Source: an optimization exercise on an open RTL-to-GDS flow (aim: small area, a short achievable clock period and few clock cycles per item). Production flows keep margins and buffers that such runs may drop.
No run shown here included a check of the RTL's function; only the layout flow was run.
Power is estimated from default activity; no workload was simulated.

==> flow/design.v, too long to show whole: its modules and the start of the top module <==
// module add256: 1021 lines
// module cla_mp_add_seq: 43 lines
module cla_mp_add_seq #(
    parameter int NUM_WORDS = 4
) (
    input  logic                                 clk,
    input  logic                                 rst,
    input  logic                                 in_valid,
    output logic                                 in_ready,
    input  logic [NUM_WORDS*cla_pkg::WORD_W-1:0] in_a,
    input  logic [NUM_WORDS*cla_pkg::WORD_W-1:0] in_b,
    input  logic                                 in_cin,
    input  logic                                 in_sub,
    output logic                                 out_valid,
    input  logic                                 out_ready,
    output logic [NUM_WORDS*cla_pkg::WORD_W-1:0] out_sum,
    output logic                                 out_cout,
    output logic                                 out_ovf,
    output logic                                 busy
);
  // ...
==> flow/flow/run.sh <==
#!/bin/bash
# Layout flow: the standard ORFS flow, with the port buffers inserted as the smallest buffer
# (repair_design and repair_timing still resize them where timing needs it).
set -euo pipefail
export BUFFER_PORTS_ARGS="-buffer_cell sky130_fd_sc_hd__buf_1"
bash standard.sh > standard_flow.log 2>&1
==> flow/standard.sh <==
#!/bin/bash
# synth_recipe.tcl (not shown) runs the flow's synth.tcl, then flattens the netlist and writes it again
# the make line also repeats each setting of config.mk as NAME=value (left out here)
make -C /OpenROAD-flow-scripts/flow DESIGN_CONFIG=/design/flow/config.mk WORK_HOME=/design/flow/orfs CLKGATE_MAP_FILE= SYNTH_SCRIPT=/design/flow/synth_recipe.tcl "${@:-finish}"
==> flow/config.mk <==
export PLATFORM = sky130hd
export DESIGN_NAME = cla_mp_add_seq
export DESIGN_NICKNAME = cla_mp_add_seq
export VERILOG_FILES = /design/flow/design.v
export SDC_FILE = /design/flow/constraint.sdc
export NUM_CORES = 4
export LEC_CHECK = 0
export ABC_AREA = 1
export CAP_MARGIN = 20
export CORE_ASPECT_RATIO = 0.4
export CORE_MARGIN = 2
export CORE_UTILIZATION = 50
export CTS_BUF_LIST = sky130_fd_sc_hd__clkbuf_4 sky130_fd_sc_hd__clkbuf_8
export CTS_CLUSTER_DIAMETER = 60
export CTS_CLUSTER_SIZE = 12
export SETUP_SLACK_MARGIN = 5
export SLEW_MARGIN = 20
==> flow/constraint.sdc <==
create_clock -name core_clock -period 10.0 [get_ports {clk}]
set_input_delay 2.0000 -clock core_clock [delete_from_list [all_inputs] [get_ports {clk}]]
set_output_delay 2.0000 -clock core_clock [all_outputs]
set_load 0.01 [all_outputs]
==> results_tabular.tex, run 1 <==
\begin{tabular}{lr}
\hline
Metric & Value \\
\hline
\multicolumn{2}{l}{\textbf{Outcome}} \\
\quad Run status & complete, no violations \\
\multicolumn{2}{l}{\textbf{Cells and area}} \\
\quad Top class by area & multi-input combinational cells \\
\quad Area taken by flip-flops and latches & 7770 um\^{}2 \\
\quad Number of antenna repair diodes & 10 \\
\quad Comb\_multi\_in & roughly 1.7k \\
\multicolumn{2}{l}{\textbf{Setup path}} \\
\quad CP top delay family & simple AND/OR/NAND/NOR gates \\
\quad Capture point of the worst reg-to-reg path & sum\_r[203]\$\_DFFE\_PP\_ \\
\quad Max incr delay on CP & 0.38 ns \\
\quad Minimum setup slack among reg-to-reg paths & 6.44 ns \\
\multicolumn{2}{l}{\textbf{Clocking}} \\
\quad Number of clock buffers inserted by TritonCTS & 25 \\
\quad Worst-skew pair later-pin latency & about 0.59 ns \\
\quad Clock tree from TritonCTS & yes \\
\multicolumn{2}{l}{\textbf{Floorplan}} \\
\quad Top-Level Pins & 779 \\
\quad Die Span Y & 133 um \\
\quad Initial cell density of the core & 0.506 \\
\quad Cell row count & 47 \\
\multicolumn{2}{l}{\textbf{Synthesis}} \\
\quad Complex-gate fraction of the synthesized area & 0.0840 \\
\quad Most numerous cell types in the synthesized netlist & 407 x xor2\_1, 389 x nand2\_1, 258 x edfxtp\_1, 258 x inv\_1, 256 x ha\_1 \\
\quad Most frequent cell after synthesis & xor2\_1 \\
\quad Number of flip-flops and latches in the synthesized netlist & 259 \\
\multicolumn{2}{l}{\textbf{Power and ir drop}} \\
\quad Power Dens Cells & 164 nW/um\^{}2 \\
\quad Largest Pwr Group & combinational cells \\
\quad Switching fraction of total power & 0.392 \\
\multicolumn{2}{l}{\textbf{Global route}} \\
\quad Number of antenna violations at the first check in global routing & 10 \\
\multicolumn{2}{l}{\textbf{Route}} \\
\quad Routed length on met1 & around 28 mm \\
\quad Post-detailed-route DRC marker count & 0 \\
\multicolumn{2}{l}{\textbf{Min path}} \\
\quad WHS Endpoint & valid\_r\$\_SDFFE\_PP0P\_ \\
\hline
\end{tabular}
==> run 2, diff against run 1 <==
==> flow/design.v (replaced) <==
package cla_pkg;
    localparam int WORD_W = 64;
    typedef enum logic [1:0] {IDLE, RUN, DONE} state_t;
    function automatic integer idx_w(input integer n);
        idx_w = n <= 1 ? 1 : $clog2(n);
    endfunction
endpackage
module add256 (
    input  logic [255:0] a,
    input  logic [255:0] b,
    input  logic         cin,
    output logic [255:0] sum,
    output logic         cout
);
    wire [255:0] p = a ^ b;
    wire [255:0] g = a & b;
    wire [255:0] c;
    wire n1g = g[1] | p[1] & g[0];
    wire n1p = p[1] & p[0];
    wire n2g = g[3] | p[3] & g[2];
    wire n2p = p[3] & p[2];
    wire n3g = g[5] | p[5] & g[4];
    wire n3p = p[5] & p[4];
    wire n4g = g[7] | p[7] & g[6];
    wire n4p = p[7] & p[6];
    wire n5g = g[2] | p[2] & n1g;
    wire n5p = p[2] & n1p;
    wire n6g = n2g | n2p & n1g;
    wire n6p = n2p & n1p;
    wire n7g = g[6] | p[6] & n3g;
    wire n7p = p[6] & n3p;
    wire n8g = n4g | n4p & n3g;
    wire n8p = n4p & n3p;
    wire n9g = g[4] | p[4] & n6g;
    wire n9p = p[4] & n6p;
    wire n10g = n3g | n3p & n6g;
    wire n10p = n3p & n6p;
    wire n11g = n7g | n7p & n6g;
    wire n11p = n7p & n6p;
    wire n12g = n8g | n8p & n6g;
    wire n12p = n8p & n6p;
    wire n13g = g[9] | p[9] & g[8];
    wire n13p = p[9] & p[8];
    wire n14g = g[11] | p[11] & g[10];
    wire n14p = p[11] & p[10];
    wire n15g = g[13] | p[13] & g[12];
    wire n15p = p[13] & p[12];
    wire n16g = g[15] | p[15] & g[14];
    wire n16p = p[15] & p[14];
    wire n17g = g[10] | p[10] & n13g;
    wire n17p = p[10] & n13p;
    wire n18g = n14g | n14p & n13g;
    wire n18p = n14p & n13p;
    wire n19g = g[14] | p[14] & n15g;
    wire n19p = p[14] & n15p;
    wire n20g = n16g | n16p & n15g;
    wire n20p = n16p & n15p;
    wire n21g = g[12] | p[12] & n18g;
    wire n21p = p[12] & n18p;
    wire n22g = n15g | n15p & n18g;
    wire n22p = n15p & n18p;
    wire n23g = n19g | n19p & n18g;
    wire n23p = n19p & n18p;
    wire n24g = n20g | n20p & n18g;
    wire n24p = n20p & n18p;
    wire n25g = g[17] | p[17] & g[16];
    wire n25p = p[17] & p[16];
    wire n26g = g[19] | p[19] & g[18];
    wire n26p = p[19] & p[18];
    wire n27g = g[21] | p[21] & g[20];
    wire n27p = p[21] & p[20];
    wire n28g = g[23] | p[23] & g[22];
    wire n28p = p[23] & p[22];
    wire n29g = g[18] | p[18] & n25g;
    wire n29p = p[18] & n25p;
    wire n30g = n26g | n26p & n25g;
    wire n30p = n26p & n25p;
    wire n31g = g[22] | p[22] & n27g;
    wire n31p = p[22] & n27p;
    wire n32g = n28g | n28p & n27g;
    wire n32p = n28p & n27p;
    wire n33g = g[20] | p[20] & n30g;
    wire n33p = p[20] & n30p;
    wire n34g = n27g | n27p & n30g;
    wire n34p = n27p & n30p;
    wire n35g = n31g | n31p & n30g;
    wire n35p = n31p & n30p;
    wire n36g = n32g | n32p & n30g;
    wire n36p = n32p & n30p;
    wire n37g = g[25] | p[25] & g[24];
    wire n37p = p[25] & p[24];
    wire n38g = g[27] | p[27] & g[26];
    wire n38p = p[27] & p[26];
    wire n39g = g[29] | p[29] & g[28];
    wire n39p = p[29] & p[28];
    wire n40g = g[31] | p[31] & g[30];
    wire n40p = p[31] & p[30];
    wire n41g = g[26] | p[26] & n37g;
    wire n41p = p[26] & n37p;
    wire n42g = n38g | n38p & n37g;
    wire n42p = n38p & n37p;
    wire n43g = g[30] | p[30] & n39g;
    wire n43p = p[30] & n39p;
    wire n44g = n40g | n40p & n39g;
    wire n44p = n40p & n39p;
    wire n45g = g[28] | p[28] & n42g;
    wire n45p = p[28] & n42p;
    wire n46g = n39g | n39p & n42g;
    wire n46p = n39p & n42p;
    wire n47g = n43g | n43p & n42g;
    wire n47p = n43p & n42p;
    wire n48g = n44g | n44p & n42g;
    wire n48p = n44p & n42p;
    wire n49g = g[33] | p[33] & g[32];
    wire n49p = p[33] & p[32];
    wire n50g = g[35] | p[35] & g[34];
    wire n50p = p[35] & p[34];
    wire n51g = g[37] | p[37] & g[36];
    wire n51p = p[37] & p[36];
    wire n52g = g[39] | p[39] & g[38];
    wire n52p = p[39] & p[38];
    wire n53g = g[34] | p[34] & n49g;
    wire n53p = p[34] & n49p;
    wire n54g = n50g | n50p & n49g;
    wire n54p = n50p & n49p;
    wire n55g = g[38] | p[38] & n51g;
    wire n55p = p[38] & n51p;
    wire n56g = n52g | n52p & n51g;
    wire n56p = n52p & n51p;
    wire n57g = g[36] | p[36] & n54g;
    wire n57p = p[36] & n54p;
    wire n58g = n51g | n51p & n54g;
    wire n58p = n51p & n54p;
    wire n59g = n55g | n55p & n54g;
    wire n59p = n55p & n54p;
    wire n60g = n56g | n56p & n54g;
    wire n60p = n56p & n54p;
    wire n61g = g[41] | p[41] & g[40];
    wire n61p = p[41] & p[40];
    wire n62g = g[43] | p[43] & g[42];
    wire n62p = p[43] & p[42];
    wire n63g = g[45] | p[45] & g[44];
    wire n63p = p[45] & p[44];
    wire n64g = g[47] | p[47] & g[46];
    wire n64p = p[47] & p[46];
    wire n65g = g[42] | p[42] & n61g;
    wire n65p = p[42] & n61p;
    wire n66g = n62g | n62p & n61g;
    wire n66p = n62p & n61p;
    wire n67g = g[46] | p[46] & n63g;
    wire n67p = p[46] & n63p;
    wire n68g = n64g | n64p & n63g;
    wire n68p = n64p & n63p;
    wire n69g = g[44] | p[44] & n66g;
    wire n69p = p[44] & n66p;
    wire n70g = n63g | n63p & n66g;
    wire n70p = n63p & n66p;
    wire n71g = n67g | n67p & n66g;
    wire n71p = n67p & n66p;
    wire n72g = n68g | n68p & n66g;
    wire n72p = n68p & n66p;
    wire n73g = g[49] | p[49] & g[48];
    wire n73p = p[49] & p[48];
    wire n74g = g[51] | p[51] & g[50];
    wire n74p = p[51] & p[50];
    wire n75g = g[53] | p[53] & g[52];
    wire n75p = p[53] & p[52];
    wire n76g = g[55] | p[55] & g[54];
    wire n76p = p[55] & p[54];
    wire n77g = g[50] | p[50] & n73g;
    wire n77p = p[50] & n73p;
    wire n78g = n74g | n74p & n73g;
    wire n78p = n74p & n73p;
    wire n79g = g[54] | p[54] & n75g;
    wire n79p = p[54] & n75p;
    wire n80g = n76g | n76p & n75g;
    wire n80p = n76p & n75p;
    wire n81g = g[52] | p[52] & n78g;
    wire n81p = p[52] & n78p;
    wire n82g = n75g | n75p & n78g;
    wire n82p = n75p & n78p;
    wire n83g = n79g | n79p & n78g;
    wire n83p = n79p & n78p;
    wire n84g = n80g | n80p & n78g;
    wire n84p = n80p & n78p;
    wire n85g = g[57] | p[57] & g[56];
    wire n85p = p[57] & p[56];
    wire n86g = g[59] | p[59] & g[58];
    wire n86p = p[59] & p[58];
    wire n87g = g[61] | p[61] & g[60];
    wire n87p = p[61] & p[60];
    wire n88g = g[63] | p[63] & g[62];
    wire n88p = p[63] & p[62];
    wire n89g = g[58] | p[58] & n85g;
    wire n89p = p[58] & n85p;
    wire n90g = n86g | n86p & n85g;
    wire n90p = n86p & n85p;
    wire n91g = g[62] | p[62] & n87g;
    wire n91p = p[62] & n87p;
    wire n92g = n88g | n88p & n87g;
    wire n92p = n88p & n87p;
    wire n93g = g[60] | p[60] & n90g;
    wire n93p = p[60] & n90p;
    wire n94g = n87g | n87p & n90g;
    wire n94p = n87p & n90p;
    wire n95g = n91g | n91p & n90g;
    wire n95p = n91p & n90p;
    wire n96g = n92g | n92p & n90g;
    wire n96p = n92p & n90p;
    wire n97g = g[65] | p[65] & g[64];
    wire n97p = p[65] & p[64];
    wire n98g = g[67] | p[67] & g[66];
    wire n98p = p[67] & p[66];
    wire n99g = g[69] | p[69] & g[68];
    wire n99p = p[69] & p[68];
    wire n100g = g[71] | p[71] & g[70];
    wire n100p = p[71] & p[70];
    wire n101g = g[66] | p[66] & n97g;
    wire n101p = p[66] & n97p;
    wire n102g = n98g | n98p & n97g;
    wire n102p = n98p & n97p;
    wire n103g = g[70] | p[70] & n99g;
    wire n103p = p[70] & n99p;
    wire n104g = n100g | n100p & n99g;
    wire n104p = n100p & n99p;
    wire n105g = g[68] | p[68] & n102g;
    wire n105p = p[68] & n102p;
    wire n106g = n99g | n99p & n102g;
    wire n106p = n99p & n102p;
    wire n107g = n103g | n103p & n102g;
    wire n107p = n103p & n102p;
    wire n108g = n104g | n104p & n102g;
    wire n108p = n104p & n102p;
    wire n109g = g[73] | p[73] & g[72];
    wire n109p = p[73] & p[72];
    wire n110g = g[75] | p[75] & g[74];
    wire n110p = p[75] & p[74];
    wire n111g = g[77] | p[77] & g[76];
    wire n111p = p[77] & p[76];
    wire n112g = g[79] | p[79] & g[78];
    wire n112p = p[79] & p[78];
    wire n113g = g[74] | p[74] & n109g;
    wire n113p = p[74] & n109p;
    wire n114g = n110g | n110p & n109g;
    wire n114p = n110p & n109p;
    wire n115g = g[78] | p[78] & n111g;
    wire n115p = p[78] & n111p;
    wire n116g = n112g | n112p & n111g;
    wire n116p = n112p & n111p;
    wire n117g = g[76] | p[76] & n114g;
    wire n117p = p[76] & n114p;
    wire n118g = n111g | n111p & n114g;
    wire n118p = n111p & n114p;
    wire n119g = n115g | n115p & n114g;
    wire n119p = n115p & n114p;
    wire n120g = n116g | n116p & n114g;
    wire n120p = n116p & n114p;
    wire n121g = g[81] | p[81] & g[80];
    wire n121p = p[81] & p[80];
    wire n122g = g[83] | p[83] & g[82];
    wire n122p = p[83] & p[82];
    wire n123g = g[85] | p[85] & g[84];
    wire n123p = p[85] & p[84];
    wire n124g = g[87] | p[87] & g[86];
    wire n124p = p[87] & p[86];
    wire n125g = g[82] | p[82] & n121g;
    wire n125p = p[82] & n121p;
    wire n126g = n122g | n122p & n121g;
    wire n126p = n122p & n121p;
    wire n127g = g[86] | p[86] & n123g;
    wire n127p = p[86] & n123p;
    wire n128g = n124g | n124p & n123g;
    wire n128p = n124p & n123p;
    wire n129g = g[84] | p[84] & n126g;
    wire n129p = p[84] & n126p;
    wire n130g = n123g | n123p & n126g;
    wire n130p = n123p & n126p;
    wire n131g = n127g | n127p & n126g;
    wire n131p = n127p & n126p;
    wire n132g = n128g | n128p & n126g;
    wire n132p = n128p & n126p;
    wire n133g = g[89] | p[89] & g[88];
    wire n133p = p[89] & p[88];
    wire n134g = g[91] | p[91] & g[90];
    wire n134p = p[91] & p[90];
    wire n135g = g[93] | p[93] & g[92];
    wire n135p = p[93] & p[92];
    wire n136g = g[95] | p[95] & g[94];
    wire n136p = p[95] & p[94];
    wire n137g = g[90] | p[90] & n133g;
    wire n137p = p[90] & n133p;
    wire n138g = n134g | n134p & n133g;
    wire n138p = n134p & n133p;
    wire n139g = g[94] | p[94] & n135g;
    wire n139p = p[94] & n135p;
    wire n140g = n136g | n136p & n135g;
    wire n140p = n136p & n135p;
    wire n141g = g[92] | p[92] & n138g;
    wire n141p = p[92] & n138p;
    wire n142g = n135g | n135p & n138g;
    wire n142p = n135p & n138p;
    wire n143g = n139g | n139p & n138g;
    wire n143p = n139p & n138p;
    wire n144g = n140g | n140p & n138g;
    wire n144p = n140p & n138p;
    wire n145g = g[97] | p[97] & g[96];
    wire n145p = p[97] & p[96];
    wire n146g = g[99] | p[99] & g[98];
    wire n146p = p[99] & p[98];
    wire n147g = g[101] | p[101] & g[100];
    wire n147p = p[101] & p[100];
    wire n148g = g[103] | p[103] & g[102];
    wire n148p = p[103] & p[102];
    wire n149g = g[98] | p[98] & n145g;
    wire n149p = p[98] & n145p;
    wire n150g = n146g | n146p & n145g;
    wire n150p = n146p & n145p;
    wire n151g = g[102] | p[102] & n147g;
    wire n151p = p[102] & n147p;
    wire n152g = n148g | n148p & n147g;
    wire n152p = n148p & n147p;
    wire n153g = g[100] | p[100] & n150g;
    wire n153p = p[100] & n150p;
    wire n154g = n147g | n147p & n150g;
    wire n154p = n147p & n150p;
    wire n155g = n151g | n151p & n150g;
    wire n155p = n151p & n150p;
    wire n156g = n152g | n152p & n150g;
    wire n156p = n152p & n150p;
    wire n157g = g[105] | p[105] & g[104];
    wire n157p = p[105] & p[104];
    wire n158g = g[107] | p[107] & g[106];
    wire n158p = p[107] & p[106];
    wire n159g = g[109] | p[109] & g[108];
    wire n159p = p[109] & p[108];
    wire n160g = g[111] | p[111] & g[110];
    wire n160p = p[111] & p[110];
    wire n161g = g[106] | p[106] & n157g;
    wire n161p = p[106] & n157p;
    wire n162g = n158g | n158p & n157g;
    wire n162p = n158p & n157p;
    wire n163g = g[110] | p[110] & n159g;
    wire n163p = p[110] & n159p;
    wire n164g = n160g | n160p & n159g;
    wire n164p = n160p & n159p;
    wire n165g = g[108] | p[108] & n162g;
    wire n165p = p[108] & n162p;
    wire n166g = n159g | n159p & n162g;
    wire n166p = n159p & n162p;
    wire n167g = n163g | n163p & n162g;
    wire n167p = n163p & n162p;
    wire n168g = n164g | n164p & n162g;
    wire n168p = n164p & n162p;
    wire n169g = g[113] | p[113] & g[112];
    wire n169p = p[113] & p[112];
    wire n170g = g[115] | p[115] & g[114];
    wire n170p = p[115] & p[114];
    wire n171g = g[117] | p[117] & g[116];
    wire n171p = p[117] & p[116];
    wire n172g = g[119] | p[119] & g[118];
    wire n172p = p[119] & p[118];
    wire n173g = g[114] | p[114] & n169g;
    wire n173p = p[114] & n169p;
    wire n174g = n170g | n170p & n169g;
    wire n174p = n170p & n169p;
    wire n175g = g[118] | p[118] & n171g;
    wire n175p = p[118] & n171p;
    wire n176g = n172g | n172p & n171g;
    wire n176p = n172p & n171p;
    wire n177g = g[116] | p[116] & n174g;
    wire n177p = p[116] & n174p;
    wire n178g = n171g | n171p & n174g;
    wire n178p = n171p & n174p;
    wire n179g = n175g | n175p & n174g;
    wire n179p = n175p & n174p;
    wire n180g = n176g | n176p & n174g;
    wire n180p = n176p & n174p;
    wire n181g = g[121] | p[121] & g[120];
    wire n181p = p[121] & p[120];
    wire n182g = g[123] | p[123] & g[122];
    wire n182p = p[123] & p[122];
    wire n183g = g[125] | p[125] & g[124];
    wire n183p = p[125] & p[124];
    wire n184g = g[127] | p[127] & g[126];
    wire n184p = p[127] & p[126];
    wire n185g = g[122] | p[122] & n181g;
    wire n185p = p[122] & n181p;
    wire n186g = n182g | n182p & n181g;
    wire n186p = n182p & n181p;
    wire n187g = g[126] | p[126] & n183g;
    wire n187p = p[126] & n183p;
    wire n188g = n184g | n184p & n183g;
    wire n188p = n184p & n183p;
    wire n189g = g[124] | p[124] & n186g;
    wire n189p = p[124] & n186p;
    wire n190g = n183g | n183p & n186g;
    wire n190p = n183p & n186p;
    wire n191g = n187g | n187p & n186g;
    wire n191p = n187p & n186p;
    wire n192g = n188g | n188p & n186g;
    wire n192p = n188p & n186p;
    wire n193g = g[129] | p[129] & g[128];
    wire n193p = p[129] & p[128];
    wire n194g = g[131] | p[131] & g[130];
    wire n194p = p[131] & p[130];
    wire n195g = g[133] | p[133] & g[132];
    wire n195p = p[133] & p[132];
    wire n196g = g[135] | p[135] & g[134];
    wire n196p = p[135] & p[134];
    wire n197g = g[130] | p[130] & n193g;
    wire n197p = p[130] & n193p;
    wire n198g = n194g | n194p & n193g;
    wire n198p = n194p & n193p;
    wire n199g = g[134] | p[134] & n195g;
    wire n199p = p[134] & n195p;
    wire n200g = n196g | n196p & n195g;
    wire n200p = n196p & n195p;
    wire n201g = g[132] | p[132] & n198g;
    wire n201p = p[132] & n198p;
    wire n202g = n195g | n195p & n198g;
    wire n202p = n195p & n198p;
    wire n203g = n199g | n199p & n198g;
    wire n203p = n199p & n198p;
    wire n204g = n200g | n200p & n198g;
    wire n204p = n200p & n198p;
    wire n205g = g[137] | p[137] & g[136];
    wire n205p = p[137] & p[136];
    wire n206g = g[139] | p[139] & g[138];
    wire n206p = p[139] & p[138];
    wire n207g = g[141] | p[141] & g[140];
    wire n207p = p[141] & p[140];
    wire n208g = g[143] | p[143] & g[142];
    wire n208p = p[143] & p[142];
    wire n209g = g[138] | p[138] & n205g;
    wire n209p = p[138] & n205p;
    wire n210g = n206g | n206p & n205g;
    wire n210p = n206p & n205p;
    wire n211g = g[142] | p[142] & n207g;
    wire n211p = p[142] & n207p;
    wire n212g = n208g | n208p & n207g;
    wire n212p = n208p & n207p;
    wire n213g = g[140] | p[140] & n210g;
    wire n213p = p[140] & n210p;
    wire n214g = n207g | n207p & n210g;
    wire n214p = n207p & n210p;
    wire n215g = n211g | n211p & n210g;
    wire n215p = n211p & n210p;
    wire n216g = n212g | n212p & n210g;
    wire n216p = n212p & n210p;
    wire n217g = g[145] | p[145] & g[144];
    wire n217p = p[145] & p[144];
    wire n218g = g[147] | p[147] & g[146];
    wire n218p = p[147] & p[146];
    wire n219g = g[149] | p[149] & g[148];
    wire n219p = p[149] & p[148];
    wire n220g = g[151] | p[151] & g[150];
    wire n220p = p[151] & p[150];
    wire n221g = g[146] | p[146] & n217g;
    wire n221p = p[146] & n217p;
    wire n222g = n218g | n218p & n217g;
    wire n222p = n218p & n217p;
    wire n223g = g[150] | p[150] & n219g;
    wire n223p = p[150] & n219p;
    wire n224g = n220g | n220p & n219g;
    wire n224p = n220p & n219p;
    wire n225g = g[148] | p[148] & n222g;
    wire n225p = p[148] & n222p;
    wire n226g = n219g | n219p & n222g;
    wire n226p = n219p & n222p;
    wire n227g = n223g | n223p & n222g;
    wire n227p = n223p & n222p;
    wire n228g = n224g | n224p & n222g;
    wire n228p = n224p & n222p;
    wire n229g = g[153] | p[153] & g[152];
    wire n229p = p[153] & p[152];
    wire n230g = g[155] | p[155] & g[154];
    wire n230p = p[155] & p[154];
    wire n231g = g[157] | p[157] & g[156];
    wire n231p = p[157] & p[156];
    wire n232g = g[159] | p[159] & g[158];
    wire n232p = p[159] & p[158];
    wire n233g = g[154] | p[154] & n229g;
    wire n233p = p[154] & n229p;
    wire n234g = n230g | n230p & n229g;
    wire n234p = n230p & n229p;
    wire n235g = g[158] | p[158] & n231g;
    wire n235p = p[158] & n231p;
    wire n236g = n232g | n232p & n231g;
    wire n236p = n232p & n231p;
    wire n237g = g[156] | p[156] & n234g;
    wire n237p = p[156] & n234p;
    wire n238g = n231g | n231p & n234g;
    wire n238p = n231p & n234p;
    wire n239g = n235g | n235p & n234g;
    wire n239p = n235p & n234p;
    wire n240g = n236g | n236p & n234g;
    wire n240p = n236p & n234p;
    wire n241g = g[161] | p[161] & g[160];
    wire n241p = p[161] & p[160];
    wire n242g = g[163] | p[163] & g[162];
    wire n242p = p[163] & p[162];
    wire n243g = g[165] | p[165] & g[164];
    wire n243p = p[165] & p[164];
    wire n244g = g[167] | p[167] & g[166];
    wire n244p = p[167] & p[166];
    wire n245g = g[162] | p[162] & n241g;
    wire n245p = p[162] & n241p;
    wire n246g = n242g | n242p & n241g;
    wire n246p = n242p & n241p;
    wire n247g = g[166] | p[166] & n243g;
    wire n247p = p[166] & n243p;
    wire n248g = n244g | n244p & n243g;
    wire n248p = n244p & n243p;
    wire n249g = g[164] | p[164] & n246g;
    wire n249p = p[164] & n246p;
    wire n250g = n243g | n243p & n246g;
    wire n250p = n243p & n246p;
    wire n251g = n247g | n247p & n246g;
    wire n251p = n247p & n246p;
    wire n252g = n248g | n248p & n246g;
    wire n252p = n248p & n246p;
    wire n253g = g[169] | p[169] & g[168];
    wire n253p = p[169] & p[168];
    wire n254g = g[171] | p[171] & g[170];
    wire n254p = p[171] & p[170];
    wire n255g = g[173] | p[173] & g[172];
    wire n255p = p[173] & p[172];
    wire n256g = g[175] | p[175] & g[174];
    wire n256p = p[175] & p[174];
    wire n257g = g[170] | p[170] & n253g;
    wire n257p = p[170] & n253p;
    wire n258g = n254g | n254p & n253g;
    wire n258p = n254p & n253p;
    wire n259g = g[174] | p[174] & n255g;
    wire n259p = p[174] & n255p;
    wire n260g = n256g | n256p & n255g;
    wire n260p = n256p & n255p;
    wire n261g = g[172] | p[172] & n258g;
    wire n261p = p[172] & n258p;
    wire n262g = n255g | n255p & n258g;
    wire n262p = n255p & n258p;
    wire n263g = n259g | n259p & n258g;
    wire n263p = n259p & n258p;
    wire n264g = n260g | n260p & n258g;
    wire n264p = n260p & n258p;
    wire n265g = g[177] | p[177] & g[176];
    wire n265p = p[177] & p[176];
    wire n266g = g[179] | p[179] & g[178];
    wire n266p = p[179] & p[178];
    wire n267g = g[181] | p[181] & g[180];
    wire n267p = p[181] & p[180];
    wire n268g = g[183] | p[183] & g[182];
    wire n268p = p[183] & p[182];
    wire n269g = g[178] | p[178] & n265g;
    wire n269p = p[178] & n265p;
    wire n270g = n266g | n266p & n265g;
    wire n270p = n266p & n265p;
    wire n271g = g[182] | p[182] & n267g;
    wire n271p = p[182] & n267p;
    wire n272g = n268g | n268p & n267g;
    wire n272p = n268p & n267p;
    wire n273g = g[180] | p[180] & n270g;
    wire n273p = p[180] & n270p;
    wire n274g = n267g | n267p & n270g;
    wire n274p = n267p & n270p;
    wire n275g = n271g | n271p & n270g;
    wire n275p = n271p & n270p;
    wire n276g = n272g | n272p & n270g;
    wire n276p = n272p & n270p;
    wire n277g = g[185] | p[185] & g[184];
    wire n277p = p[185] & p[184];
    wire n278g = g[187] | p[187] & g[186];
    wire n278p = p[187] & p[186];
    wire n279g = g[189] | p[189] & g[188];
    wire n279p = p[189] & p[188];
    wire n280g = g[191] | p[191] & g[190];
    wire n280p = p[191] & p[190];
    wire n281g = g[186] | p[186] & n277g;
    wire n281p = p[186] & n277p;
    wire n282g = n278g | n278p & n277g;
    wire n282p = n278p & n277p;
    wire n283g = g[190] | p[190] & n279g;
    wire n283p = p[190] & n279p;
    wire n284g = n280g | n280p & n279g;
    wire n284p = n280p & n279p;
    wire n285g = g[188] | p[188] & n282g;
    wire n285p = p[188] & n282p;
    wire n286g = n279g | n279p & n282g;
    wire n286p = n279p & n282p;
    wire n287g = n283g | n283p & n282g;
    wire n287p = n283p & n282p;
    wire n288g = n284g | n284p & n282g;
    wire n288p = n284p & n282p;
    wire n289g = g[193] | p[193] & g[192];
    wire n289p = p[193] & p[192];
    wire n290g = g[195] | p[195] & g[194];
    wire n290p = p[195] & p[194];
    wire n291g = g[197] | p[197] & g[196];
    wire n291p = p[197] & p[196];
    wire n292g = g[199] | p[199] & g[198];
    wire n292p = p[199] & p[198];
    wire n293g = g[194] | p[194] & n289g;
    wire n293p = p[194] & n289p;
    wire n294g = n290g | n290p & n289g;
    wire n294p = n290p & n289p;
    wire n295g = g[198] | p[198] & n291g;
    wire n295p = p[198] & n291p;
    wire n296g = n292g | n292p & n291g;
    wire n296p = n292p & n291p;
    wire n297g = g[196] | p[196] & n294g;
    wire n297p = p[196] & n294p;
    wire n298g = n291g | n291p & n294g;
    wire n298p = n291p & n294p;
    wire n299g = n295g | n295p & n294g;
    wire n299p = n295p & n294p;
    wire n300g = n296g | n296p & n294g;
    wire n300p = n296p & n294p;
    wire n301g = g[201] | p[201] & g[200];
    wire n301p = p[201] & p[200];
    wire n302g = g[203] | p[203] & g[202];
    wire n302p = p[203] & p[202];
    wire n303g = g[205] | p[205] & g[204];
    wire n303p = p[205] & p[204];
    wire n304g = g[207] | p[207] & g[206];
    wire n304p = p[207] & p[206];
    wire n305g = g[202] | p[202] & n301g;
    wire n305p = p[202] & n301p;
    wire n306g = n302g | n302p & n301g;
    wire n306p = n302p & n301p;
    wire n307g = g[206] | p[206] & n303g;
    wire n307p = p[206] & n303p;
    wire n308g = n304g | n304p & n303g;
    wire n308p = n304p & n303p;
    wire n309g = g[204] | p[204] & n306g;
    wire n309p = p[204] & n306p;
    wire n310g = n303g | n303p & n306g;
    wire n310p = n303p & n306p;
    wire n311g = n307g | n307p & n306g;
    wire n311p = n307p & n306p;
    wire n312g = n308g | n308p & n306g;
    wire n312p = n308p & n306p;
    wire n313g = g[209] | p[209] & g[208];
    wire n313p = p[209] & p[208];
    wire n314g = g[211] | p[211] & g[210];
    wire n314p = p[211] & p[210];
    wire n315g = g[213] | p[213] & g[212];
    wire n315p = p[213] & p[212];
    wire n316g = g[215] | p[215] & g[214];
    wire n316p = p[215] & p[214];
    wire n317g = g[210] | p[210] & n313g;
    wire n317p = p[210] & n313p;
    wire n318g = n314g | n314p & n313g;
    wire n318p = n314p & n313p;
    wire n319g = g[214] | p[214] & n315g;
    wire n319p = p[214] & n315p;
    wire n320g = n316g | n316p & n315g;
    wire n320p = n316p & n315p;
    wire n321g = g[212] | p[212] & n318g;
    wire n321p = p[212] & n318p;
    wire n322g = n315g | n315p & n318g;
    wire n322p = n315p & n318p;
    wire n323g = n319g | n319p & n318g;
    wire n323p = n319p & n318p;
    wire n324g = n320g | n320p & n318g;
    wire n324p = n320p & n318p;
    wire n325g = g[217] | p[217] & g[216];
    wire n325p = p[217] & p[216];
    wire n326g = g[219] | p[219] & g[218];
    wire n326p = p[219] & p[218];
    wire n327g = g[221] | p[221] & g[220];
    wire n327p = p[221] & p[220];
    wire n328g = g[223] | p[223] & g[222];
    wire n328p = p[223] & p[222];
    wire n329g = g[218] | p[218] & n325g;
    wire n329p = p[218] & n325p;
    wire n330g = n326g | n326p & n325g;
    wire n330p = n326p & n325p;
    wire n331g = g[222] | p[222] & n327g;
    wire n331p = p[222] & n327p;
    wire n332g = n328g | n328p & n327g;
    wire n332p = n328p & n327p;
    wire n333g = g[220] | p[220] & n330g;
    wire n333p = p[220] & n330p;
    wire n334g = n327g | n327p & n330g;
    wire n334p = n327p & n330p;
    wire n335g = n331g | n331p & n330g;
    wire n335p = n331p & n330p;
    wire n336g = n332g | n332p & n330g;
    wire n336p = n332p & n330p;
    wire n337g = g[225] | p[225] & g[224];
    wire n337p = p[225] & p[224];
    wire n338g = g[227] | p[227] & g[226];
    wire n338p = p[227] & p[226];
    wire n339g = g[229] | p[229] & g[228];
    wire n339p = p[229] & p[228];
    wire n340g = g[231] | p[231] & g[230];
    wire n340p = p[231] & p[230];
    wire n341g = g[226] | p[226] & n337g;
    wire n341p = p[226] & n337p;
    wire n342g = n338g | n338p & n337g;
    wire n342p = n338p & n337p;
    wire n343g = g[230] | p[230] & n339g;
    wire n343p = p[230] & n339p;
    wire n344g = n340g | n340p & n339g;
    wire n344p = n340p & n339p;
    wire n345g = g[228] | p[228] & n342g;
    wire n345p = p[228] & n342p;
    wire n346g = n339g | n339p & n342g;
    wire n346p = n339p & n342p;
    wire n347g = n343g | n343p & n342g;
    wire n347p = n343p & n342p;
    wire n348g = n344g | n344p & n342g;
    wire n348p = n344p & n342p;
    wire n349g = g[233] | p[233] & g[232];
    wire n349p = p[233] & p[232];
    wire n350g = g[235] | p[235] & g[234];
    wire n350p = p[235] & p[234];
    wire n351g = g[237] | p[237] & g[236];
    wire n351p = p[237] & p[236];
    wire n352g = g[239] | p[239] & g[238];
    wire n352p = p[239] & p[238];
    wire n353g = g[234] | p[234] & n349g;
    wire n353p = p[234] & n349p;
    wire n354g = n350g | n350p & n349g;
    wire n354p = n350p & n349p;
    wire n355g = g[238] | p[238] & n351g;
    wire n355p = p[238] & n351p;
    wire n356g = n352g | n352p & n351g;
    wire n356p = n352p & n351p;
    wire n357g = g[236] | p[236] & n354g;
    wire n357p = p[236] & n354p;
    wire n358g = n351g | n351p & n354g;
    wire n358p = n351p & n354p;
    wire n359g = n355g | n355p & n354g;
    wire n359p = n355p & n354p;
    wire n360g = n356g | n356p & n354g;
    wire n360p = n356p & n354p;
    wire n361g = g[241] | p[241] & g[240];
    wire n361p = p[241] & p[240];
    wire n362g = g[243] | p[243] & g[242];
    wire n362p = p[243] & p[242];
    wire n363g = g[245] | p[245] & g[244];
    wire n363p = p[245] & p[244];
    wire n364g = g[247] | p[247] & g[246];
    wire n364p = p[247] & p[246];
    wire n365g = g[242] | p[242] & n361g;
    wire n365p = p[242] & n361p;
    wire n366g = n362g | n362p & n361g;
    wire n366p = n362p & n361p;
    wire n367g = g[246] | p[246] & n363g;
    wire n367p = p[246] & n363p;
    wire n368g = n364g | n364p & n363g;
    wire n368p = n364p & n363p;
    wire n369g = g[244] | p[244] & n366g;
    wire n369p = p[244] & n366p;
    wire n370g = n363g | n363p & n366g;
    wire n370p = n363p & n366p;
    wire n371g = n367g | n367p & n366g;
    wire n371p = n367p & n366p;
    wire n372g = n368g | n368p & n366g;
    wire n372p = n368p & n366p;
    wire n373g = g[249] | p[249] & g[248];
    wire n373p = p[249] & p[248];
    wire n374g = g[251] | p[251] & g[250];
    wire n374p = p[251] & p[250];
    wire n375g = g[253] | p[253] & g[252];
    wire n375p = p[253] & p[252];
    wire n376g = g[255] | p[255] & g[254];
    wire n376p = p[255] & p[254];
    wire n377g = g[250] | p[250] & n373g;
    wire n377p = p[250] & n373p;
    wire n378g = n374g | n374p & n373g;
    wire n378p = n374p & n373p;
    wire n379g = g[254] | p[254] & n375g;
    wire n379p = p[254] & n375p;
    wire n380g = n376g | n376p & n375g;
    wire n380p = n376p & n375p;
    wire n381g = g[252] | p[252] & n378g;
    wire n381p = p[252] & n378p;
    wire n382g = n375g | n375p & n378g;
    wire n382p = n375p & n378p;
    wire n383g = n379g | n379p & n378g;
    wire n383p = n379p & n378p;
    wire n384g = n380g | n380p & n378g;
    wire n384p = n380p & n378p;
    wire n385g = n12g | n12p & cin;
    wire n386g = n36g | n36p & n24g;
    wire n386p = n36p & n24p;
    wire n387g = n60g | n60p & n48g;
    wire n387p = n60p & n48p;
    wire n388g = n84g | n84p & n72g;
    wire n388p = n84p & n72p;
    wire n389g = n108g | n108p & n96g;
    wire n389p = n108p & n96p;
    wire n390g = n132g | n132p & n120g;
    wire n390p = n132p & n120p;
    wire n391g = n156g | n156p & n144g;
    wire n391p = n156p & n144p;
    wire n392g = n180g | n180p & n168g;
    wire n392p = n180p & n168p;
    wire n393g = n204g | n204p & n192g;
    wire n393p = n204p & n192p;
    wire n394g = n228g | n228p & n216g;
    wire n394p = n228p & n216p;
    wire n395g = n252g | n252p & n240g;
    wire n395p = n252p & n240p;
    wire n396g = n276g | n276p & n264g;
    wire n396p = n276p & n264p;
    wire n397g = n300g | n300p & n288g;
    wire n397p = n300p & n288p;
    wire n398g = n324g | n324p & n312g;
    wire n398p = n324p & n312p;
    wire n399g = n348g | n348p & n336g;
    wire n399p = n348p & n336p;
    wire n400g = n372g | n372p & n360g;
    wire n400p = n372p & n360p;
    wire n401g = n386g | n386p & n385g;
    wire n402g = n388g | n388p & n387g;
    wire n402p = n388p & n387p;
    wire n403g = n390g | n390p & n389g;
    wire n403p = n390p & n389p;
    wire n404g = n392g | n392p & n391g;
    wire n404p = n392p & n391p;
    wire n405g = n394g | n394p & n393g;
    wire n405p = n394p & n393p;
    wire n406g = n396g | n396p & n395g;
    wire n406p = n396p & n395p;
    wire n407g = n398g | n398p & n397g;
    wire n407p = n398p & n397p;
    wire n408g = n400g | n400p & n399g;
    wire n408p = n400p & n399p;
    wire n409g = n402g | n402p & n401g;
    wire n410g = n404g | n404p & n403g;
    wire n410p = n404p & n403p;
    wire n411g = n406g | n406p & n405g;
    wire n411p = n406p & n405p;
    wire n412g = n408g | n408p & n407g;
    wire n412p = n408p & n407p;
    wire n413g = n410g | n410p & n409g;
    wire n414g = n412g | n412p & n411g;
    wire n414p = n412p & n411p;
    wire n415g = n414g | n414p & n413g;
    wire n416g = n411g | n411p & n413g;
    wire n417g = n403g | n403p & n409g;
    wire n418g = n405g | n405p & n413g;
    wire n419g = n407g | n407p & n416g;
    wire n420g = n387g | n387p & n401g;
    wire n421g = n389g | n389p & n409g;
    wire n422g = n391g | n391p & n417g;
    wire n423g = n393g | n393p & n413g;
    wire n424g = n395g | n395p & n418g;
    wire n425g = n397g | n397p & n416g;
    wire n426g = n399g | n399p & n419g;
    wire n427g = n24g | n24p & n385g;
    wire n428g = n48g | n48p & n401g;
    wire n429g = n72g | n72p & n420g;
    wire n430g = n96g | n96p & n409g;
    wire n431g = n120g | n120p & n421g;
    wire n432g = n144g | n144p & n417g;
    wire n433g = n168g | n168p & n422g;
    wire n434g = n192g | n192p & n413g;
    wire n435g = n216g | n216p & n423g;
    wire n436g = n240g | n240p & n418g;
    wire n437g = n264g | n264p & n424g;
    wire n438g = n288g | n288p & n416g;
    wire n439g = n312g | n312p & n425g;
    wire n440g = n336g | n336p & n419g;
    wire n441g = n360g | n360p & n426g;
    wire n442g = n384g | n384p & n415g;
    assign c[0] = cin;
    wire n443g = g[0] | p[0] & cin;
    assign c[1] = n443g;
    wire n444g = n1g | n1p & cin;
    assign c[2] = n444g;
    wire n445g = n5g | n5p & cin;
    assign c[3] = n445g;
    wire n446g = n6g | n6p & cin;
    assign c[4] = n446g;
    wire n447g = n9g | n9p & cin;
    assign c[5] = n447g;
    wire n448g = n10g | n10p & cin;
    assign c[6] = n448g;
    wire n449g = n11g | n11p & cin;
    assign c[7] = n449g;
    assign c[8] = n385g;
    wire n450g = g[8] | p[8] & n12g | p[8] & n12p & cin;
    assign c[9] = n450g;
    wire n451g = n13g | n13p & n385g;
    assign c[10] = n451g;
    wire n452g = n17g | n17p & n385g;
    assign c[11] = n452g;
    wire n453g = n18g | n18p & n385g;
    assign c[12] = n453g;
    wire n454g = n21g | n21p & n385g;
    assign c[13] = n454g;
    wire n455g = n22g | n22p & n385g;
    assign c[14] = n455g;
    wire n456g = n23g | n23p & n385g;
    assign c[15] = n456g;
    assign c[16] = n427g;
    wire n457g = g[16] | p[16] & n24g | p[16] & n24p & n385g;
    assign c[17] = n457g;
    wire n458g = n25g | n25p & n427g;
    assign c[18] = n458g;
    wire n459g = n29g | n29p & n427g;
    assign c[19] = n459g;
    wire n460g = n30g | n30p & n427g;
    assign c[20] = n460g;
    wire n461g = n33g | n33p & n427g;
    assign c[21] = n461g;
    wire n462g = n34g | n34p & n427g;
    assign c[22] = n462g;
    wire n463g = n35g | n35p & n427g;
    assign c[23] = n463g;
    assign c[24] = n401g;
    wire n464g = g[24] | p[24] & n386g | p[24] & n386p & n385g;
    assign c[25] = n464g;
    wire n465g = n37g | n37p & n401g;
    assign c[26] = n465g;
    wire n466g = n41g | n41p & n401g;
    assign c[27] = n466g;
    wire n467g = n42g | n42p & n401g;
    assign c[28] = n467g;
    wire n468g = n45g | n45p & n401g;
    assign c[29] = n468g;
    wire n469g = n46g | n46p & n401g;
    assign c[30] = n469g;
    wire n470g = n47g | n47p & n401g;
    assign c[31] = n470g;
    assign c[32] = n428g;
    wire n471g = g[32] | p[32] & n48g | p[32] & n48p & n401g;
    assign c[33] = n471g;
    wire n472g = n49g | n49p & n428g;
    assign c[34] = n472g;
    wire n473g = n53g | n53p & n428g;
    assign c[35] = n473g;
    wire n474g = n54g | n54p & n428g;
    assign c[36] = n474g;
    wire n475g = n57g | n57p & n428g;
    assign c[37] = n475g;
    wire n476g = n58g | n58p & n428g;
    assign c[38] = n476g;
    wire n477g = n59g | n59p & n428g;
    assign c[39] = n477g;
    assign c[40] = n420g;
    wire n478g = g[40] | p[40] & n387g | p[40] & n387p & n401g;
    assign c[41] = n478g;
    wire n479g = n61g | n61p & n420g;
    assign c[42] = n479g;
    wire n480g = n65g | n65p & n420g;
    assign c[43] = n480g;
    wire n481g = n66g | n66p & n420g;
    assign c[44] = n481g;
    wire n482g = n69g | n69p & n420g;
    assign c[45] = n482g;
    wire n483g = n70g | n70p & n420g;
    assign c[46] = n483g;
    wire n484g = n71g | n71p & n420g;
    assign c[47] = n484g;
    assign c[48] = n429g;
    wire n485g = g[48] | p[48] & n72g | p[48] & n72p & n420g;
    assign c[49] = n485g;
    wire n486g = n73g | n73p & n429g;
    assign c[50] = n486g;
    wire n487g = n77g | n77p & n429g;
    assign c[51] = n487g;
    wire n488g = n78g | n78p & n429g;
    assign c[52] = n488g;
    wire n489g = n81g | n81p & n429g;
    assign c[53] = n489g;
    wire n490g = n82g | n82p & n429g;
    assign c[54] = n490g;
    wire n491g = n83g | n83p & n429g;
    assign c[55] = n491g;
    assign c[56] = n409g;
    wire n492g = g[56] | p[56] & n402g | p[56] & n402p & n401g;
    assign c[57] = n492g;
    wire n493g = n85g | n85p & n409g;
    assign c[58] = n493g;
    wire n494g = n89g | n89p & n409g;
    assign c[59] = n494g;
    wire n495g = n90g | n90p & n409g;
    assign c[60] = n495g;
    wire n496g = n93g | n93p & n409g;
    assign c[61] = n496g;
    wire n497g = n94g | n94p & n409g;
    assign c[62] = n497g;
    wire n498g = n95g | n95p & n409g;
    assign c[63] = n498g;
    assign c[64] = n430g;
    wire n499g = g[64] | p[64] & n96g | p[64] & n96p & n409g;
    assign c[65] = n499g;
    wire n500g = n97g | n97p & n430g;
    assign c[66] = n500g;
    wire n501g = n101g | n101p & n430g;
    assign c[67] = n501g;
    wire n502g = n102g | n102p & n430g;
    assign c[68] = n502g;
    wire n503g = n105g | n105p & n430g;
    assign c[69] = n503g;
    wire n504g = n106g | n106p & n430g;
    assign c[70] = n504g;
    wire n505g = n107g | n107p & n430g;
    assign c[71] = n505g;
    assign c[72] = n421g;
    wire n506g = g[72] | p[72] & n389g | p[72] & n389p & n409g;
    assign c[73] = n506g;
    wire n507g = n109g | n109p & n421g;
    assign c[74] = n507g;
    wire n508g = n113g | n113p & n421g;
    assign c[75] = n508g;
    wire n509g = n114g | n114p & n421g;
    assign c[76] = n509g;
    wire n510g = n117g | n117p & n421g;
    assign c[77] = n510g;
    wire n511g = n118g | n118p & n421g;
    assign c[78] = n511g;
    wire n512g = n119g | n119p & n421g;
    assign c[79] = n512g;
    assign c[80] = n431g;
    wire n513g = g[80] | p[80] & n120g | p[80] & n120p & n421g;
    assign c[81] = n513g;
    wire n514g = n121g | n121p & n431g;
    assign c[82] = n514g;
    wire n515g = n125g | n125p & n431g;
    assign c[83] = n515g;
    wire n516g = n126g | n126p & n431g;
    assign c[84] = n516g;
    wire n517g = n129g | n129p & n431g;
    assign c[85] = n517g;
    wire n518g = n130g | n130p & n431g;
    assign c[86] = n518g;
    wire n519g = n131g | n131p & n431g;
    assign c[87] = n519g;
    assign c[88] = n417g;
    wire n520g = g[88] | p[88] & n403g | p[88] & n403p & n409g;
    assign c[89] = n520g;
    wire n521g = n133g | n133p & n417g;
    assign c[90] = n521g;
    wire n522g = n137g | n137p & n417g;
    assign c[91] = n522g;
    wire n523g = n138g | n138p & n417g;
    assign c[92] = n523g;
    wire n524g = n141g | n141p & n417g;
    assign c[93] = n524g;
    wire n525g = n142g | n142p & n417g;
    assign c[94] = n525g;
    wire n526g = n143g | n143p & n417g;
    assign c[95] = n526g;
    assign c[96] = n432g;
    wire n527g = g[96] | p[96] & n144g | p[96] & n144p & n417g;
    assign c[97] = n527g;
    wire n528g = n145g | n145p & n432g;
    assign c[98] = n528g;
    wire n529g = n149g | n149p & n432g;
    assign c[99] = n529g;
    wire n530g = n150g | n150p & n432g;
    assign c[100] = n530g;
    wire n531g = n153g | n153p & n432g;
    assign c[101] = n531g;
    wire n532g = n154g | n154p & n432g;
    assign c[102] = n532g;
    wire n533g = n155g | n155p & n432g;
    assign c[103] = n533g;
    assign c[104] = n422g;
    wire n534g = g[104] | p[104] & n391g | p[104] & n391p & n417g;
    assign c[105] = n534g;
    wire n535g = n157g | n157p & n422g;
    assign c[106] = n535g;
    wire n536g = n161g | n161p & n422g;
    assign c[107] = n536g;
    wire n537g = n162g | n162p & n422g;
    assign c[108] = n537g;
    wire n538g = n165g | n165p & n422g;
    assign c[109] = n538g;
    wire n539g = n166g | n166p & n422g;
    assign c[110] = n539g;
    wire n540g = n167g | n167p & n422g;
    assign c[111] = n540g;
    assign c[112] = n433g;
    wire n541g = g[112] | p[112] & n168g | p[112] & n168p & n422g;
    assign c[113] = n541g;
    wire n542g = n169g | n169p & n433g;
    assign c[114] = n542g;
    wire n543g = n173g | n173p & n433g;
    assign c[115] = n543g;
    wire n544g = n174g | n174p & n433g;
    assign c[116] = n544g;
    wire n545g = n177g | n177p & n433g;
    assign c[117] = n545g;
    wire n546g = n178g | n178p & n433g;
    assign c[118] = n546g;
    wire n547g = n179g | n179p & n433g;
    assign c[119] = n547g;
    assign c[120] = n413g;
    wire n548g = g[120] | p[120] & n410g | p[120] & n410p & n409g;
    assign c[121] = n548g;
    wire n549g = n181g | n181p & n413g;
    assign c[122] = n549g;
    wire n550g = n185g | n185p & n413g;
    assign c[123] = n550g;
    wire n551g = n186g | n186p & n413g;
    assign c[124] = n551g;
    wire n552g = n189g | n189p & n413g;
    assign c[125] = n552g;
    wire n553g = n190g | n190p & n413g;
    assign c[126] = n553g;
    wire n554g = n191g | n191p & n413g;
    assign c[127] = n554g;
    assign c[128] = n434g;
    wire n555g = g[128] | p[128] & n192g | p[128] & n192p & n413g;
    assign c[129] = n555g;
    wire n556g = n193g | n193p & n434g;
    assign c[130] = n556g;
    wire n557g = n197g | n197p & n434g;
    assign c[131] = n557g;
    wire n558g = n198g | n198p & n434g;
    assign c[132] = n558g;
    wire n559g = n201g | n201p & n434g;
    assign c[133] = n559g;
    wire n560g = n202g | n202p & n434g;
    assign c[134] = n560g;
    wire n561g = n203g | n203p & n434g;
    assign c[135] = n561g;
    assign c[136] = n423g;
    wire n562g = g[136] | p[136] & n393g | p[136] & n393p & n413g;
    assign c[137] = n562g;
    wire n563g = n205g | n205p & n423g;
    assign c[138] = n563g;
    wire n564g = n209g | n209p & n423g;
    assign c[139] = n564g;
    wire n565g = n210g | n210p & n423g;
    assign c[140] = n565g;
    wire n566g = n213g | n213p & n423g;
    assign c[141] = n566g;
    wire n567g = n214g | n214p & n423g;
    assign c[142] = n567g;
    wire n568g = n215g | n215p & n423g;
    assign c[143] = n568g;
    assign c[144] = n435g;
    wire n569g = g[144] | p[144] & n216g | p[144] & n216p & n423g;
    assign c[145] = n569g;
    wire n570g = n217g | n217p & n435g;
    assign c[146] = n570g;
    wire n571g = n221g | n221p & n435g;
    assign c[147] = n571g;
    wire n572g = n222g | n222p & n435g;
    assign c[148] = n572g;
    wire n573g = n225g | n225p & n435g;
    assign c[149] = n573g;
    wire n574g = n226g | n226p & n435g;
    assign c[150] = n574g;
    wire n575g = n227g | n227p & n435g;
    assign c[151] = n575g;
    assign c[152] = n418g;
    wire n576g = g[152] | p[152] & n405g | p[152] & n405p & n413g;
    assign c[153] = n576g;
    wire n577g = n229g | n229p & n418g;
    assign c[154] = n577g;
    wire n578g = n233g | n233p & n418g;
    assign c[155] = n578g;
    wire n579g = n234g | n234p & n418g;
    assign c[156] = n579g;
    wire n580g = n237g | n237p & n418g;
    assign c[157] = n580g;
    wire n581g = n238g | n238p & n418g;
    assign c[158] = n581g;
    wire n582g = n239g | n239p & n418g;
    assign c[159] = n582g;
    assign c[160] = n436g;
    wire n583g = g[160] | p[160] & n240g | p[160] & n240p & n418g;
    assign c[161] = n583g;
    wire n584g = n241g | n241p & n436g;
    assign c[162] = n584g;
    wire n585g = n245g | n245p & n436g;
    assign c[163] = n585g;
    wire n586g = n246g | n246p & n436g;
    assign c[164] = n586g;
    wire n587g = n249g | n249p & n436g;
    assign c[165] = n587g;
    wire n588g = n250g | n250p & n436g;
    assign c[166] = n588g;
    wire n589g = n251g | n251p & n436g;
    assign c[167] = n589g;
    assign c[168] = n424g;
    wire n590g = g[168] | p[168] & n395g | p[168] & n395p & n418g;
    assign c[169] = n590g;
    wire n591g = n253g | n253p & n424g;
    assign c[170] = n591g;
    wire n592g = n257g | n257p & n424g;
    assign c[171] = n592g;
    wire n593g = n258g | n258p & n424g;
    assign c[172] = n593g;
    wire n594g = n261g | n261p & n424g;
    assign c[173] = n594g;
    wire n595g = n262g | n262p & n424g;
    assign c[174] = n595g;
    wire n596g = n263g | n263p & n424g;
    assign c[175] = n596g;
    assign c[176] = n437g;
    wire n597g = g[176] | p[176] & n264g | p[176] & n264p & n424g;
    assign c[177] = n597g;
    wire n598g = n265g | n265p & n437g;
    assign c[178] = n598g;
    wire n599g = n269g | n269p & n437g;
    assign c[179] = n599g;
    wire n600g = n270g | n270p & n437g;
    assign c[180] = n600g;
    wire n601g = n273g | n273p & n437g;
    assign c[181] = n601g;
    wire n602g = n274g | n274p & n437g;
    assign c[182] = n602g;
    wire n603g = n275g | n275p & n437g;
    assign c[183] = n603g;
    assign c[184] = n416g;
    wire n604g = g[184] | p[184] & n411g | p[184] & n411p & n413g;
    assign c[185] = n604g;
    wire n605g = n277g | n277p & n416g;
    assign c[186] = n605g;
    wire n606g = n281g | n281p & n416g;
    assign c[187] = n606g;
    wire n607g = n282g | n282p & n416g;
    assign c[188] = n607g;
    wire n608g = n285g | n285p & n416g;
    assign c[189] = n608g;
    wire n609g = n286g | n286p & n416g;
    assign c[190] = n609g;
    wire n610g = n287g | n287p & n416g;
    assign c[191] = n610g;
    assign c[192] = n438g;
    wire n611g = g[192] | p[192] & n288g | p[192] & n288p & n416g;
    assign c[193] = n611g;
    wire n612g = n289g | n289p & n438g;
    assign c[194] = n612g;
    wire n613g = n293g | n293p & n438g;
    assign c[195] = n613g;
    wire n614g = n294g | n294p & n438g;
    assign c[196] = n614g;
    wire n615g = n297g | n297p & n438g;
    assign c[197] = n615g;
    wire n616g = n298g | n298p & n438g;
    assign c[198] = n616g;
    wire n617g = n299g | n299p & n438g;
    assign c[199] = n617g;
    assign c[200] = n425g;
    wire n618g = g[200] | p[200] & n397g | p[200] & n397p & n416g;
    assign c[201] = n618g;
    wire n619g = n301g | n301p & n425g;
    assign c[202] = n619g;
    wire n620g = n305g | n305p & n425g;
    assign c[203] = n620g;
    wire n621g = n306g | n306p & n425g;
    assign c[204] = n621g;
    wire n622g = n309g | n309p & n425g;
    assign c[205] = n622g;
    wire n623g = n310g | n310p & n425g;
    assign c[206] = n623g;
    wire n624g = n311g | n311p & n425g;
    assign c[207] = n624g;
    assign c[208] = n439g;
    wire n625g = g[208] | p[208] & n312g | p[208] & n312p & n425g;
    assign c[209] = n625g;
    wire n626g = n313g | n313p & n439g;
    assign c[210] = n626g;
    wire n627g = n317g | n317p & n439g;
    assign c[211] = n627g;
    wire n628g = n318g | n318p & n439g;
    assign c[212] = n628g;
    wire n629g = n321g | n321p & n439g;
    assign c[213] = n629g;
    wire n630g = n322g | n322p & n439g;
    assign c[214] = n630g;
    wire n631g = n323g | n323p & n439g;
    assign c[215] = n631g;
    assign c[216] = n419g;
    wire n632g = g[216] | p[216] & n407g | p[216] & n407p & n416g;
    assign c[217] = n632g;
    wire n633g = n325g | n325p & n419g;
    assign c[218] = n633g;
    wire n634g = n329g | n329p & n419g;
    assign c[219] = n634g;
    wire n635g = n330g | n330p & n419g;
    assign c[220] = n635g;
    wire n636g = n333g | n333p & n419g;
    assign c[221] = n636g;
    wire n637g = n334g | n334p & n419g;
    assign c[222] = n637g;
    wire n638g = n335g | n335p & n419g;
    assign c[223] = n638g;
    assign c[224] = n440g;
    wire n639g = g[224] | p[224] & n336g | p[224] & n336p & n419g;
    assign c[225] = n639g;
    wire n640g = n337g | n337p & n440g;
    assign c[226] = n640g;
    wire n641g = n341g | n341p & n440g;
    assign c[227] = n641g;
    wire n642g = n342g | n342p & n440g;
    assign c[228] = n642g;
    wire n643g = n345g | n345p & n440g;
    assign c[229] = n643g;
    wire n644g = n346g | n346p & n440g;
    assign c[230] = n644g;
    wire n645g = n347g | n347p & n440g;
    assign c[231] = n645g;
    assign c[232] = n426g;
    wire n646g = g[232] | p[232] & n399g | p[232] & n399p & n419g;
    assign c[233] = n646g;
    wire n647g = n349g | n349p & n426g;
    assign c[234] = n647g;
    wire n648g = n353g | n353p & n426g;
    assign c[235] = n648g;
    wire n649g = n354g | n354p & n426g;
    assign c[236] = n649g;
    wire n650g = n357g | n357p & n426g;
    assign c[237] = n650g;
    wire n651g = n358g | n358p & n426g;
    assign c[238] = n651g;
    wire n652g = n359g | n359p & n426g;
    assign c[239] = n652g;
    assign c[240] = n441g;
    wire n653g = g[240] | p[240] & n360g | p[240] & n360p & n426g;
    assign c[241] = n653g;
    wire n654g = n361g | n361p & n441g;
    assign c[242] = n654g;
    wire n655g = n365g | n365p & n441g;
    assign c[243] = n655g;
    wire n656g = n366g | n366p & n441g;
    assign c[244] = n656g;
    wire n657g = n369g | n369p & n441g;
    assign c[245] = n657g;
    wire n658g = n370g | n370p & n441g;
    assign c[246] = n658g;
    wire n659g = n371g | n371p & n441g;
    assign c[247] = n659g;
    assign c[248] = n415g;
    wire n660g = g[248] | p[248] & n414g | p[248] & n414p & n413g;
    assign c[249] = n660g;
    wire n661g = n373g | n373p & n415g;
    assign c[250] = n661g;
    wire n662g = n377g | n377p & n415g;
    assign c[251] = n662g;
    wire n663g = n378g | n378p & n415g;
    assign c[252] = n663g;
    wire n664g = n381g | n381p & n415g;
    assign c[253] = n664g;
    wire n665g = n382g | n382p & n415g;
    assign c[254] = n665g;
    wire n666g = n383g | n383p & n415g;
    assign c[255] = n666g;
    assign sum  = p ^ c;
    assign cout = n442g;
endmodule
import cla_pkg::*;
module cla_mp_add_seq #(
    parameter int NUM_WORDS = 4
) (
    input  logic                                 clk,
    input  logic                                 rst,
    input  logic                                 in_valid,
    output logic                                 in_ready,
    input  logic [NUM_WORDS*cla_pkg::WORD_W-1:0] in_a,
    input  logic [NUM_WORDS*cla_pkg::WORD_W-1:0] in_b,
    input  logic                                 in_cin,
    input  logic                                 in_sub,
    output logic                                 out_valid,
    input  logic                                 out_ready,
    output logic [NUM_WORDS*cla_pkg::WORD_W-1:0] out_sum,
    output logic                                 out_cout,
    output logic                                 out_ovf,
    output logic                                 busy
);
    localparam int W = NUM_WORDS * WORD_W;
    logic [W-1:0] bb, s, sum_r;
    logic         c0, co, cout_r, ovf_r, valid_r, take;
    assign bb   = in_b ^ {W{in_sub}};
    assign c0   = in_cin ^ in_sub;
    assign take = ~valid_r | out_ready;
    add256 u_add (.a(in_a), .b(bb), .cin(c0), .sum(s), .cout(co));
    always_ff @(posedge clk) begin
        if (rst) valid_r <= 1'b0;
        else if (take) valid_r <= in_valid;
    end
    always_ff @(posedge clk) begin
        if (take) begin
            sum_r  <= s;
            cout_r <= co;
            ovf_r  <= in_a[W-1] ^ bb[W-1] ^ s[W-1] ^ co;
        end
    end
    assign in_ready  = take;
    assign out_valid = valid_r;
    assign busy      = valid_r;
    assign out_sum   = sum_r;
    assign out_cout  = cout_r;
    assign out_ovf   = ovf_r;
endmodule
==> flow/config.mk (replaced) <==
export PLATFORM = sky130hd
export DESIGN_NAME = cla_mp_add_seq
export DESIGN_NICKNAME = cla_mp_add_seq
export VERILOG_FILES = /design/flow/design.v
export SDC_FILE = /design/flow/constraint.sdc
export NUM_CORES = 4
export LEC_CHECK = 0
export ABC_AREA = 1
export CAP_MARGIN = 20
export CORE_MARGIN = 2
export CORE_UTILIZATION = 40
export CTS_BUF_LIST = sky130_fd_sc_hd__clkbuf_4 sky130_fd_sc_hd__clkbuf_8
export SETUP_SLACK_MARGIN = 5
export SLEW_MARGIN = 20
==> results_tabular.tex, run 2 <==
\begin{tabular}{lr}
\hline
Metric & Value \\
\hline
\multicolumn{2}{l}{\textbf{Outcome}} \\
\quad Run status & complete, no violations \\
\multicolumn{2}{l}{\textbf{Cells and area}} \\
\quad Most frequent cells in the layout & 777 x buf\_1, 501 x nand2\_1, 402 x xor2\_1, 270 x inv\_1, 258 x edfxtp\_1 \\
\quad Area growth from synthesis to final layout & 24.8\% \\
\quad Most common cell after layout, fill and taps aside & buf\_1 \\
\quad Final non-filler cell area & 26,700 um\^{}2 \\
\quad Nets & 4,003 \\
\multicolumn{2}{l}{\textbf{Setup path}} \\
\quad Worst EP arrival & 5.27 ns \\
\quad Startpoint of the most critical setup path & in\_sub \\
\quad Crit Reg-Reg Startpoint & valid\_r\$\_SDFFE\_PP0P\_ \\
\quad Minimum setup slack among reg-to-reg paths & 7.37 ns (+0.93 ns) \\
\quad Length in cells of the worst reg-to-reg path & 3 \\
\quad Max Fanout on Critical Path & 15 \\
\quad Capture point of the worst reg-to-reg path & sum\_r[66]\$\_DFFE\_PP\_ \\
\quad Endpoint required time on the critical path & between 10 and 15 ns \\
\quad Type of the setup path with the least slack & input pin to flop \\
\multicolumn{2}{l}{\textbf{Global route}} \\
\quad Number of antenna violations at the first check in global routing & 20 (+10) \\
\quad Pin count of the biggest net entering global routing & 71 \\
\quad Overall Global Routing Usage & 0.262 \\
\quad Wire length of the first global-routing pass & 112 mm \\
\multicolumn{2}{l}{\textbf{Timing}} \\
\quad Final period utilization & 0.489 \\
\quad Final number of hold-violating endpoints & 0 \\
\quad Final Critical Period & 4.89 ns \\
\quad Post-Route Skew & 0.0172 ns \\
\quad Final sum of negative setup slack & 0 ns \\
\quad Total setup violations reported at the end of the flow & 0 \\
\quad Unrepaired setup endpoints after global routing & true \\
\multicolumn{2}{l}{\textbf{Power and ir drop}} \\
\quad Internal Dissipation & 0.00285 W \\
\quad IR Drop Worst-Case VDD & 99.9 uV \\
\quad Standby leakage power & between 10 and 15 nW \\
\quad Power Dens Cells & 175 nW/um\^{}2 (+6.3\%) \\
\quad Combinational power share & 0.399 \\
\quad Switching fraction of total power & 0.388 (-0.00392) \\
\quad Switching pwr & 0.00181 W \\
\quad Power consumption & around 0.0047 W \\
\quad Relative contribution of sequential cells to total power & 0.372 \\
\multicolumn{2}{l}{\textbf{Synthesis}} \\
\quad Number of cells produced by synthesis & $\sim$2.4k \\
\quad Yosys top cell by area & edfxtp\_1 \\
\quad Synth warn & 1 \\
\quad Area of the mapped netlist & 21,400 um\^{}2 \\
\quad Number of flip-flops and latches in the synthesized netlist & 259 (unchanged) \\
\quad Mean Syn Cell Area & roughly 8.9 um\^{}2 \\
\quad Most numerous cell types in the synthesized netlist & 504 x nand2\_1, 406 x xor2\_1, 270 x inv\_1, 258 x edfxtp\_1, 256 x ha\_1 \\
\quad Main synth FF type & edfxtp\_1 \\
\quad Proportion of synthesized chip area in sequential cells & 0.363 \\
\quad Most frequent cell after synthesis & nand2\_1 \\
\quad Synth top area share & 0.362 \\
\multicolumn{2}{l}{\textbf{Route}} \\
\quad Number of nets with antenna violations after detailed routing & 0 \\
\quad Via count & $\sim$20k \\
\quad First-pass iteration count of the detailed router & 5 \\
\quad Average vias per placed instance & approximately 5.0 \\
\quad Detailed Route WL & 76.7 mm \\
\quad Post-detailed-route DRC marker count & 0 (unchanged) \\
\quad Routed length per placed instance & 19.4 um \\
\multicolumn{2}{l}{\textbf{Min path}} \\
\quad WHS Endpoint & valid\_r\$\_SDFFE\_PP0P\_ \\
\quad Worst Hold Class & flop to flop \\
\multicolumn{2}{l}{\textbf{Clocking}} \\
\quad Number of levels in the clock H-tree & 2 \\
\quad Clock slew at reported path FFs & roughly 0.06 ns \\
\quad Number of clock buffers inserted by TritonCTS & 52 (+110\%) \\
\quad Clock tree from TritonCTS & yes \\
\quad Max Buffers Root-to-Sink & 3 \\
\quad Worst-skew pair later-pin latency & 0.63 ns (+0.04 ns) \\
\multicolumn{2}{l}{\textbf{Floorplan}} \\
\quad Chip width & 235 um \\
\quad Area of the die & between 50,000 and 60,000 um\^{}2 \\
\quad Placeable core region & 52,700 um\^{}2 \\
\quad Top-Level Pins & 779 (unchanged) \\
\quad Initial cell density of the core & 0.406 (-0.0998) \\
\quad Cell row count & 84 (+79\%) \\
\quad Die Span Y & 235 um (+77\%) \\
\multicolumn{2}{l}{\textbf{Placed design}} \\
\quad Placed inst area & 25,100 um\^{}2 \\
\quad Final HPWL DP & 61.6 mm \\
\quad Number of buffers inserted by port buffering & 778 \\
\hline
\end{tabular}
-- run 2: changes by cell type after synthesis, sizes merged, moves of 14 or more --
cell    previous run  this run
nand4             23         9
nor2              88       110
nand2            414       523
xnor2             84        64
inv              260       282
o21bai            13        36
nand3             70       110
-- run 2: cell type report --
class	count	area, um^2
flip-flops and latches	259	7770
clock buffers	61	790
fillers	5124	26000
repair buffers	805	3410
clock inverters	25	156
multi-input cells	1828	12600
well taps	688	861
diodes	15	37.5
inverters	282	1060
-- run 2: kinds of logic (layout without fill, tap and decap cells) --
family	count (synthesis)	after routing	synth area share
compound gates	323	323	0.0844
xor+xnor	470	470	0.193
fa+ha+maj	257	257	0.151
buf+inv	313	1173	0.0558
flops	259	259	0.363
other cells	0	15	0
simple gates	777	778	0.153
-- run 2: timing repair --
action | CTS | global route
hold buffers | 0 | 0
setup endpoints to repair | 185 | 125
gates cloned | 4 | 8
resized for setup | 17 | 25
setup buffers | 0 | 9
pin swaps | 0 | 7
-- run 2: per-stage QoR --
step / hold slack [ns] / setup WS (ns) / util / std cells
detailed placement: 0.838 / 3.45 / 0.477 / 3841
finish: 0.826 / 5.11 / 0.507 / 3963
CTS: 0.847 / 5.01 / 0.499 / 3931
global placement: 0.812 / 3.54 / 0.477 / 3841
floorplan: 1.60 / 4.90 / - / 2399
global route: 0.882 / 4.99 / 0.507 / 3962
-- run 2: power groups by stage --
stage / Clock, W / Sequential [W] / Combinational (W)
after floorplan: 0 / 0.00191 / 0.000966
after global placement: 0 / 0.00175 / 0.00178
after detailed placement: 0 / 0.00175 / 0.00181
after CTS: 0.00110 / 0.00174 / 0.00183
after global routing: 0.00114 / 0.00176 / 0.00205
final: 0.00107 / 0.00174 / 0.00186
-- run 2: worst max-delay path by stage --
stage,cells after the start,end
2_1_floorplan,2,in_ready
3_3_place_gp,25,sum_r[247]$_DFFE_PP_
3_5_place_dp,25,sum_r[247]$_DFFE_PP_
4_1_cts,25,sum_r[247]$_DFFE_PP_
5_1_grt,23,sum_r[247]$_DFFE_PP_
6_report,24,sum_r[242]$_DFFE_PP_
-- run 2: critical path, stage by stage --
cell and delay, ns:
clkbuf_16 0.20, buf_16 0.19, xor2_1 0.17, ha_1 0.35
nand2_1 0.07, nand2_1 0.07, nand3_1 0.07, nand2_1 0.08
a21oi_1 0.23, nand2_1 0.20, a21oi_2 0.26, nand2_8 0.13
nand2_4 0.10, nand2_8 0.08, nand2_2 0.09, nand2_4 0.10
nand2_2 0.10, nand2_4 0.09, nand2_4 0.08, nand2_4 0.09
nand2_2 0.12, nand2_2 0.13, a21oi_1 0.17, nor2_1 0.05
-- run 2: metal layers --
layer	global-route usage	part of all wire
met5	0	0.0011
met4	0.109	0.044
met3	0.0708	0.077
met2	0.467	0.50
met1	0.294	0.38

[afterwards: timing with drivers on the ports]
How much do the figures lean on ideal ports? The routed layouts below were timed once more, with nothing changed but the port constraints. Step 1, drivers: a clkbuf_16 drives clk and a buf_2 each remaining input, both assumed. Step 2, shift: input delay + t, output delay - t, t = (earliest + latest rising clock arrival at the registers) / 2. This alone moves slack from input paths to output paths. Three values: no drivers, after step 1, after step 2; two values: the first two.
run | t, ns | setup WS [ns]
run 1 | 0.647 | 5.134 / 5.068 / 4.421
run 2 | 0.671 | 5.109 / 5.027 / 4.355
After both steps setup and hold are still met in every run listed.
